This is an optimization exercise on Yosys and OpenROAD, whose aim is small area, not a production implementation. In this exercise RTL edits were held to simulation tests only and were not proved equivalent to the original.

==> inputs of quartz <==
==> flow/design.v <==
package idq_pkg;
    typedef enum logic [2:0] {
        CMD_APPEND     = 3'd0,
        CMD_PREPEND    = 3'd1,
        CMD_POP_BACK   = 3'd2,
        CMD_POP_FRONT  = 3'd3,
        CMD_INSERT     = 3'd4,
        CMD_ERASE      = 3'd5,
        CMD_CLEAR      = 3'd6
    } cmd_t;
    typedef enum logic [1:0] {
        ST_OK    = 2'd0,
        ST_FULL  = 2'd1,
        ST_EMPTY = 2'd2,
        ST_RANGE = 2'd3
    } status_t;
    localparam int DATA_W  = 32;
    localparam int POS_W   = 5;
    localparam int COUNT_W = 5;
    typedef struct packed {
        logic open_gap;
        logic close_gap;
    } shift_t;
endpackage
module idq_cell
#(
    parameter int INDEX = 0,
    parameter int IDX_W = 4
)
(
    input  logic                     clk,
    input  idq_pkg::shift_t                   shift,
    input  logic [IDX_W-1:0]         idx,
    input  logic [idq_pkg::DATA_W-1:0] value,
    input  logic [idq_pkg::DATA_W-1:0] left_data,
    input  logic [idq_pkg::DATA_W-1:0] right_data,
    output logic [idq_pkg::DATA_W-1:0] slot,
    output logic [idq_pkg::DATA_W-1:0] tap
);
    localparam logic [IDX_W-1:0] MY_IDX = IDX_W'(INDEX);
    logic [idq_pkg::DATA_W-1:0] slot_reg;
    logic [idq_pkg::DATA_W-1:0] slot_next;
    always_comb
    begin
        slot_next = slot_reg;
        if (shift.open_gap)
        begin
            if (MY_IDX > idx)
            begin
                slot_next = left_data;
            end
            else if (MY_IDX == idx)
            begin
                slot_next = value;
            end
        end
        else if (shift.close_gap)
        begin
            if (MY_IDX >= idx)
            begin
                slot_next = right_data;
            end
        end
    end
    always_ff @(posedge clk)
    begin
        slot_reg <= slot_next;
    end
    assign slot = slot_reg;
    assign tap  = (MY_IDX == idx) ? slot_reg : '0;
endmodule
module indexed_deque_core
#(
    parameter int CAPACITY = 16
)
(
    input  logic                      clk,
    input  logic                      rst_n,
    input  logic                      start,
    output logic                      busy,
    input  logic [2:0]                command,
    input  logic [idq_pkg::DATA_W-1:0]  value,
    input  logic [idq_pkg::POS_W-1:0]          position,
    output logic                      done,
    output logic [idq_pkg::DATA_W-1:0]  data_out,
    output logic [idq_pkg::COUNT_W-1:0]        count,
    output logic [1:0]                status
);
    localparam int IDX_W = (CAPACITY > 1) ? $clog2(CAPACITY) : 1;
    localparam int CNT_W = $clog2(CAPACITY + 1);
    localparam int CMP_W = ((CNT_W > idq_pkg::POS_W) ? CNT_W : idq_pkg::POS_W) + 1;
    localparam logic [CNT_W-1:0] FULL_CNT = CNT_W'(CAPACITY);
    logic [CNT_W-1:0]         fill_reg;
    logic [CNT_W-1:0]         fill_next;
    logic                     done_reg;
    logic [idq_pkg::DATA_W-1:0] data_out_reg;
    logic [idq_pkg::COUNT_W-1:0]       count_reg;
    idq_pkg::status_t                  status_reg;
    logic                     accept;
    idq_pkg::cmd_t                     cmd;
    idq_pkg::shift_t                   shift;
    logic [IDX_W-1:0]         idx;
    logic                     take;
    idq_pkg::status_t                  st;
    logic                     full;
    logic                     empty;
    logic [CMP_W-1:0]         pos_w;
    logic [CMP_W-1:0]         fill_w;
    logic [idq_pkg::DATA_W-1:0] slots [CAPACITY];
    logic [idq_pkg::DATA_W-1:0] taps  [CAPACITY];
    logic [idq_pkg::DATA_W-1:0] read_word;
    assign accept = start && !busy;
    assign busy   = 1'b0;
    assign cmd    = idq_pkg::cmd_t'(command);
    assign full   = (fill_reg == FULL_CNT);
    assign empty  = (fill_reg == '0);
    assign pos_w  = CMP_W'(position);
    assign fill_w = CMP_W'(fill_reg);
    always_comb
    begin
        shift     = '0;
        idx       = '0;
        take      = 1'b0;
        st        = idq_pkg::ST_OK;
        fill_next = fill_reg;
        case (cmd)
            idq_pkg::CMD_APPEND:
            begin
                if (full)
                begin
                    st = idq_pkg::ST_FULL;
                end
                else
                begin
                    shift.open_gap = 1'b1;
                    idx            = IDX_W'(fill_reg);
                    fill_next      = fill_reg + 1'b1;
                end
            end
            idq_pkg::CMD_PREPEND:
            begin
                if (full)
                begin
                    st = idq_pkg::ST_FULL;
                end
                else
                begin
                    shift.open_gap = 1'b1;
                    fill_next      = fill_reg + 1'b1;
                end
            end
            idq_pkg::CMD_POP_BACK:
            begin
                if (empty)
                begin
                    st = idq_pkg::ST_EMPTY;
                end
                else
                begin
                    shift.close_gap = 1'b1;
                    take            = 1'b1;
                    idx             = IDX_W'(fill_reg - 1'b1);
                    fill_next       = fill_reg - 1'b1;
                end
            end
            idq_pkg::CMD_POP_FRONT:
            begin
                if (empty)
                begin
                    st = idq_pkg::ST_EMPTY;
                end
                else
                begin
                    shift.close_gap = 1'b1;
                    take            = 1'b1;
                    fill_next       = fill_reg - 1'b1;
                end
            end
            idq_pkg::CMD_INSERT:
            begin
                if (full)
                begin
                    st = idq_pkg::ST_FULL;
                end
                else if (pos_w == '0 || pos_w > fill_w + 1'b1)
                begin
                    st = idq_pkg::ST_RANGE;
                end
                else
                begin
                    shift.open_gap = 1'b1;
                    idx            = IDX_W'(pos_w - 1'b1);
                    fill_next      = fill_reg + 1'b1;
                end
            end
            idq_pkg::CMD_ERASE:
            begin
                if (empty)
                begin
                    st = idq_pkg::ST_EMPTY;
                end
                else if (pos_w == '0 || pos_w > fill_w)
                begin
                    st = idq_pkg::ST_RANGE;
                end
                else
                begin
                    shift.close_gap = 1'b1;
                    take            = 1'b1;
                    idx             = IDX_W'(pos_w - 1'b1);
                    fill_next       = fill_reg - 1'b1;
                end
            end
            idq_pkg::CMD_CLEAR:
            begin
                fill_next = '0;
            end
            default:
            begin
                fill_next = fill_reg;
            end
        endcase
        if (!accept)
        begin
            shift     = '0;
            fill_next = fill_reg;
        end
    end
    for (genvar i = 0; i < CAPACITY; i++)
    begin : g_cell
        idq_cell #(
            .INDEX (i),
            .IDX_W (IDX_W)
        ) u_cell (
            .clk        (clk),
            .shift      (shift),
            .idx        (idx),
            .value      (value),
            .left_data  ((i == 0) ? value : slots[(i == 0) ? 0 : i - 1]),
            .right_data ((i == CAPACITY - 1) ? '0
                                             : slots[(i == CAPACITY - 1) ? i : i + 1]),
            .slot       (slots[i]),
            .tap        (taps[i])
        );
    end
    always_comb
    begin
        read_word = '0;
        for (int i = 0; i < CAPACITY; i++)
        begin
            read_word = read_word | taps[i];
        end
    end
    always_ff @(posedge clk or negedge rst_n)
    begin
        if (!rst_n)
        begin
            fill_reg <= '0;
            done_reg <= 1'b0;
        end
        else
        begin
            fill_reg <= fill_next;
            done_reg <= accept;
        end
    end
    always_ff @(posedge clk)
    begin
        if (accept)
        begin
            data_out_reg <= take ? read_word : '0;
            count_reg    <= idq_pkg::COUNT_W'(fill_next);
            status_reg   <= st;
        end
    end
    assign done     = done_reg;
    assign data_out = data_out_reg;
    assign count    = count_reg;
    assign status   = status_reg;
endmodule
==> flow/run.sh <==
#!/bin/bash
# synth_recipe.tcl (not shown) runs the flow's synth.tcl, then flattens the netlist and writes it again
# the make line also repeats each setting of config.mk as NAME=value (left out here)
make -C /OpenROAD-flow-scripts/flow DESIGN_CONFIG=/design/flow/config.mk WORK_HOME=/design/flow/orfs CLKGATE_MAP_FILE= SYNTH_SCRIPT=/design/flow/synth_recipe.tcl finish
==> flow/config.mk <==
export PLATFORM = sky130hd
export DESIGN_NAME = indexed_deque_core
export DESIGN_NICKNAME = indexed_deque_core
export VERILOG_FILES = /design/flow/design.v
export SDC_FILE = /design/flow/constraint.sdc
export NUM_CORES = 4
export LEC_CHECK = 0
export CAP_MARGIN = 20
export CORE_MARGIN = 2
export CORE_UTILIZATION = 35
export SLEW_MARGIN = 20
==> flow/constraint.sdc <==
create_clock -name core_clock -period 5.0 [get_ports {clk}]
set_input_delay 1.0000 -clock core_clock [delete_from_list [all_inputs] [get_ports {clk}]]
set_output_delay 1.0000 -clock core_clock [all_outputs]
set_load 0.01 [all_outputs]
==> inputs of ember, as changes to quartz <==
==> flow/design.v (replaced) <==
package idq_pkg;
    typedef enum logic [2:0] {
        CMD_APPEND     = 3'd0,
        CMD_PREPEND    = 3'd1,
        CMD_POP_BACK   = 3'd2,
        CMD_POP_FRONT  = 3'd3,
        CMD_INSERT     = 3'd4,
        CMD_ERASE      = 3'd5,
        CMD_CLEAR      = 3'd6
    } cmd_t;
    typedef enum logic [1:0] {
        ST_OK    = 2'd0,
        ST_FULL  = 2'd1,
        ST_EMPTY = 2'd2,
        ST_RANGE = 2'd3
    } status_t;
    localparam int DATA_W  = 32;
    localparam int POS_W   = 5;
    localparam int COUNT_W = 5;
    typedef struct packed {
        logic open_gap;
        logic close_gap;
    } shift_t;
endpackage
module idq_cell
(
    input  logic                       clk,
    input  logic                       we,
    input  logic                       rd,
    input  logic [idq_pkg::DATA_W-1:0] value,
    output logic [idq_pkg::DATA_W-1:0] tap
);
    logic [idq_pkg::DATA_W-1:0] slot_reg;
    always_ff @(posedge clk)
    begin
        if (we)
        begin
            slot_reg <= value;
        end
    end
    assign tap = rd ? slot_reg : '0;
endmodule
module indexed_deque_core
#(
    parameter int CAPACITY = 16
)
(
    input  logic                      clk,
    input  logic                      rst_n,
    input  logic                      start,
    output logic                      busy,
    input  logic [2:0]                command,
    input  logic [idq_pkg::DATA_W-1:0]  value,
    input  logic [idq_pkg::POS_W-1:0]          position,
    output logic                      done,
    output logic [idq_pkg::DATA_W-1:0]  data_out,
    output logic [idq_pkg::COUNT_W-1:0]        count,
    output logic [1:0]                status
);
    localparam int IDX_W = (CAPACITY > 1) ? $clog2(CAPACITY) : 1;
    localparam int CNT_W = $clog2(CAPACITY + 1);
    localparam int CMP_W = ((CNT_W > idq_pkg::POS_W) ? CNT_W : idq_pkg::POS_W) + 1;
    localparam logic [CNT_W-1:0] FULL_CNT = CNT_W'(CAPACITY);
    localparam int LAST = CAPACITY - 1;
    logic [CNT_W-1:0]         fill_reg;
    logic [CNT_W-1:0]         fill_next;
    logic                     done_reg;
    idq_pkg::status_t         status_reg;
    logic [IDX_W-1:0]         map_reg [CAPACITY];
    logic [IDX_W-1:0]         rd_slot_reg;
    logic                     take_reg;
    logic                     accept;
    idq_pkg::cmd_t            cmd;
    logic                     ins;
    logic                     era;
    logic [CMP_W-1:0]         p;
    logic                     take;
    idq_pkg::status_t         st;
    logic                     full;
    logic                     empty;
    logic [CMP_W-1:0]         pos_w;
    logic [CMP_W-1:0]         fill_w;
    logic [CAPACITY-1:0]      at_p;
    logic [CAPACITY-1:0]      from_p;
    logic [IDX_W-1:0]         rd_slot;
    logic [IDX_W-1:0]         wr_slot;
    logic [idq_pkg::DATA_W-1:0] taps [CAPACITY];
    logic [idq_pkg::DATA_W-1:0] read_word;
    assign accept = start && !busy;
    assign busy   = 1'b0;
    assign cmd    = idq_pkg::cmd_t'(command);
    assign full   = (fill_reg == FULL_CNT);
    assign empty  = (fill_reg == '0);
    assign pos_w  = CMP_W'(position);
    assign fill_w = CMP_W'(fill_reg);
    always_comb
    begin
        ins       = 1'b0;
        era       = 1'b0;
        p         = '0;
        take      = 1'b0;
        st        = idq_pkg::ST_OK;
        fill_next = fill_reg;
        case (cmd)
            idq_pkg::CMD_APPEND:
            begin
                if (full)
                begin
                    st = idq_pkg::ST_FULL;
                end
                else
                begin
                    ins       = 1'b1;
                    p         = fill_w;
                    fill_next = fill_reg + 1'b1;
                end
            end
            idq_pkg::CMD_PREPEND:
            begin
                if (full)
                begin
                    st = idq_pkg::ST_FULL;
                end
                else
                begin
                    ins       = 1'b1;
                    fill_next = fill_reg + 1'b1;
                end
            end
            idq_pkg::CMD_POP_BACK:
            begin
                if (empty)
                begin
                    st = idq_pkg::ST_EMPTY;
                end
                else
                begin
                    era       = 1'b1;
                    take      = 1'b1;
                    p         = fill_w - 1'b1;
                    fill_next = fill_reg - 1'b1;
                end
            end
            idq_pkg::CMD_POP_FRONT:
            begin
                if (empty)
                begin
                    st = idq_pkg::ST_EMPTY;
                end
                else
                begin
                    era       = 1'b1;
                    take      = 1'b1;
                    fill_next = fill_reg - 1'b1;
                end
            end
            idq_pkg::CMD_INSERT:
            begin
                if (full)
                begin
                    st = idq_pkg::ST_FULL;
                end
                else if (pos_w == '0 || pos_w > fill_w + 1'b1)
                begin
                    st = idq_pkg::ST_RANGE;
                end
                else
                begin
                    ins       = 1'b1;
                    p         = pos_w - 1'b1;
                    fill_next = fill_reg + 1'b1;
                end
            end
            idq_pkg::CMD_ERASE:
            begin
                if (empty)
                begin
                    st = idq_pkg::ST_EMPTY;
                end
                else if (pos_w == '0 || pos_w > fill_w)
                begin
                    st = idq_pkg::ST_RANGE;
                end
                else
                begin
                    era       = 1'b1;
                    take      = 1'b1;
                    p         = pos_w - 1'b1;
                    fill_next = fill_reg - 1'b1;
                end
            end
            idq_pkg::CMD_CLEAR:
            begin
                fill_next = '0;
            end
            default:
            begin
                fill_next = fill_reg;
            end
        endcase
        if (!accept)
        begin
            ins       = 1'b0;
            era       = 1'b0;
            fill_next = fill_reg;
        end
    end
    always_comb
    begin
        for (int i = 0; i < CAPACITY; i++)
        begin
            at_p[i]   = (p == CMP_W'(i));
            from_p[i] = (p <= CMP_W'(i));
        end
    end
    always_comb
    begin
        rd_slot = '0;
        for (int i = 0; i < CAPACITY; i++)
        begin
            rd_slot = rd_slot | (at_p[i] ? map_reg[i] : '0);
        end
    end
    assign wr_slot = map_reg[LAST];
    always_ff @(posedge clk or negedge rst_n)
    begin
        if (!rst_n)
        begin
            for (int i = 0; i < CAPACITY; i++)
            begin
                map_reg[i] <= IDX_W'(i);
            end
        end
        else
        begin
            for (int i = 0; i < CAPACITY; i++)
            begin
                if (ins && at_p[i])
                begin
                    map_reg[i] <= wr_slot;
                end
                else if (ins && from_p[i])
                begin
                    map_reg[i] <= map_reg[(i == 0) ? 0 : i - 1];
                end
                else if (era && i == LAST)
                begin
                    map_reg[i] <= rd_slot;
                end
                else if (era && from_p[i])
                begin
                    map_reg[i] <= map_reg[(i == LAST) ? LAST : i + 1];
                end
            end
        end
    end
    for (genvar i = 0; i < CAPACITY; i++)
    begin : g_cell
        idq_cell u_cell (
            .clk   (clk),
            .we    (ins && wr_slot == IDX_W'(i)),
            .rd    (take_reg && rd_slot_reg == IDX_W'(i)),
            .value (value),
            .tap   (taps[i])
        );
    end
    always_comb
    begin
        read_word = '0;
        for (int i = 0; i < CAPACITY; i++)
        begin
            read_word = read_word | taps[i];
        end
    end
    always_ff @(posedge clk or negedge rst_n)
    begin
        if (!rst_n)
        begin
            fill_reg <= '0;
            done_reg <= 1'b0;
        end
        else
        begin
            fill_reg <= fill_next;
            done_reg <= accept;
        end
    end
    always_ff @(posedge clk)
    begin
        if (accept)
        begin
            rd_slot_reg <= rd_slot;
            take_reg    <= take;
            status_reg  <= st;
        end
    end
    assign done     = done_reg;
    assign data_out = read_word;
    assign count    = idq_pkg::COUNT_W'(fill_reg);
    assign status   = status_reg;
endmodule
==> flow_summary.toml <==
[grt]
grt_pass1_vias = 15486

[finish]
finalNonFillerCells = 2698

[setup_path]
cp_slowest_cell = "nor2_4"

[outcome]
run_status = "finished clean"

[clock_network]
cts_made_buffers = 59

[drt]
drt_iter0_drc = 1688

[synthesis]
postSynthCellCount = 1589
[end of results for ember]
==> flow_summary.toml <==
[setup_path]
cp_slowest_cell = "nor3_2"
critPathLaunchType = "flip-flop"

[synthesis]
syn_nets = 3385

[drt]
drt_iter0_drc = 3987

[grt]
top_usage_layer = "met2"
grt_pass1_vias = 25775

[power]
pg_seq_uw = 7310

[clock_network]
cts_made_buffers = 67

[placed_design]
gp_congestion = 0.886

[outcome]
run_status = "finished clean"
[end of results for quartz]

[re-timing with driven ports]
How much do the figures lean on ideal ports? The routed layouts below were timed once more, with nothing changed but the port constraints.
Step 1 (the two cells are an assumption about what drives the block):
set clk [get_ports {clk}]
set_driving_cell -lib_cell sky130_fd_sc_hd__clkbuf_16 $clk
set_driving_cell -lib_cell sky130_fd_sc_hd__buf_2 [delete_from_list [all_inputs] $clk]
Step 2 times the ports against the registers' clock, not the clock port: input delays grow and output delays shrink by t, the midpoint of the rising clock arrivals with the driver on.
Three values: ideal ports, drivers, drivers and shift; two values: the first two.
| run | t (ns) | setup WS [ns] | worst hold slack (ns) | worst setup path after step 2 |
|---|---|---|---|---|
| quartz | 0.680 | 0.431 / 0.431 / -0.048 | 0.545 / 0.545 / 0.545 | input to register |
| ember | 0.663 | 0.505 / 0.450 / 0.135 | 0.514 / 0.514 / 0.514 | input to register |
Met with ideal ports but missed after step 2: setup timing in quartz. The setup slack of quartz, which loses most, moves by 0.000 ns with the drivers and by -0.479 ns with both steps.
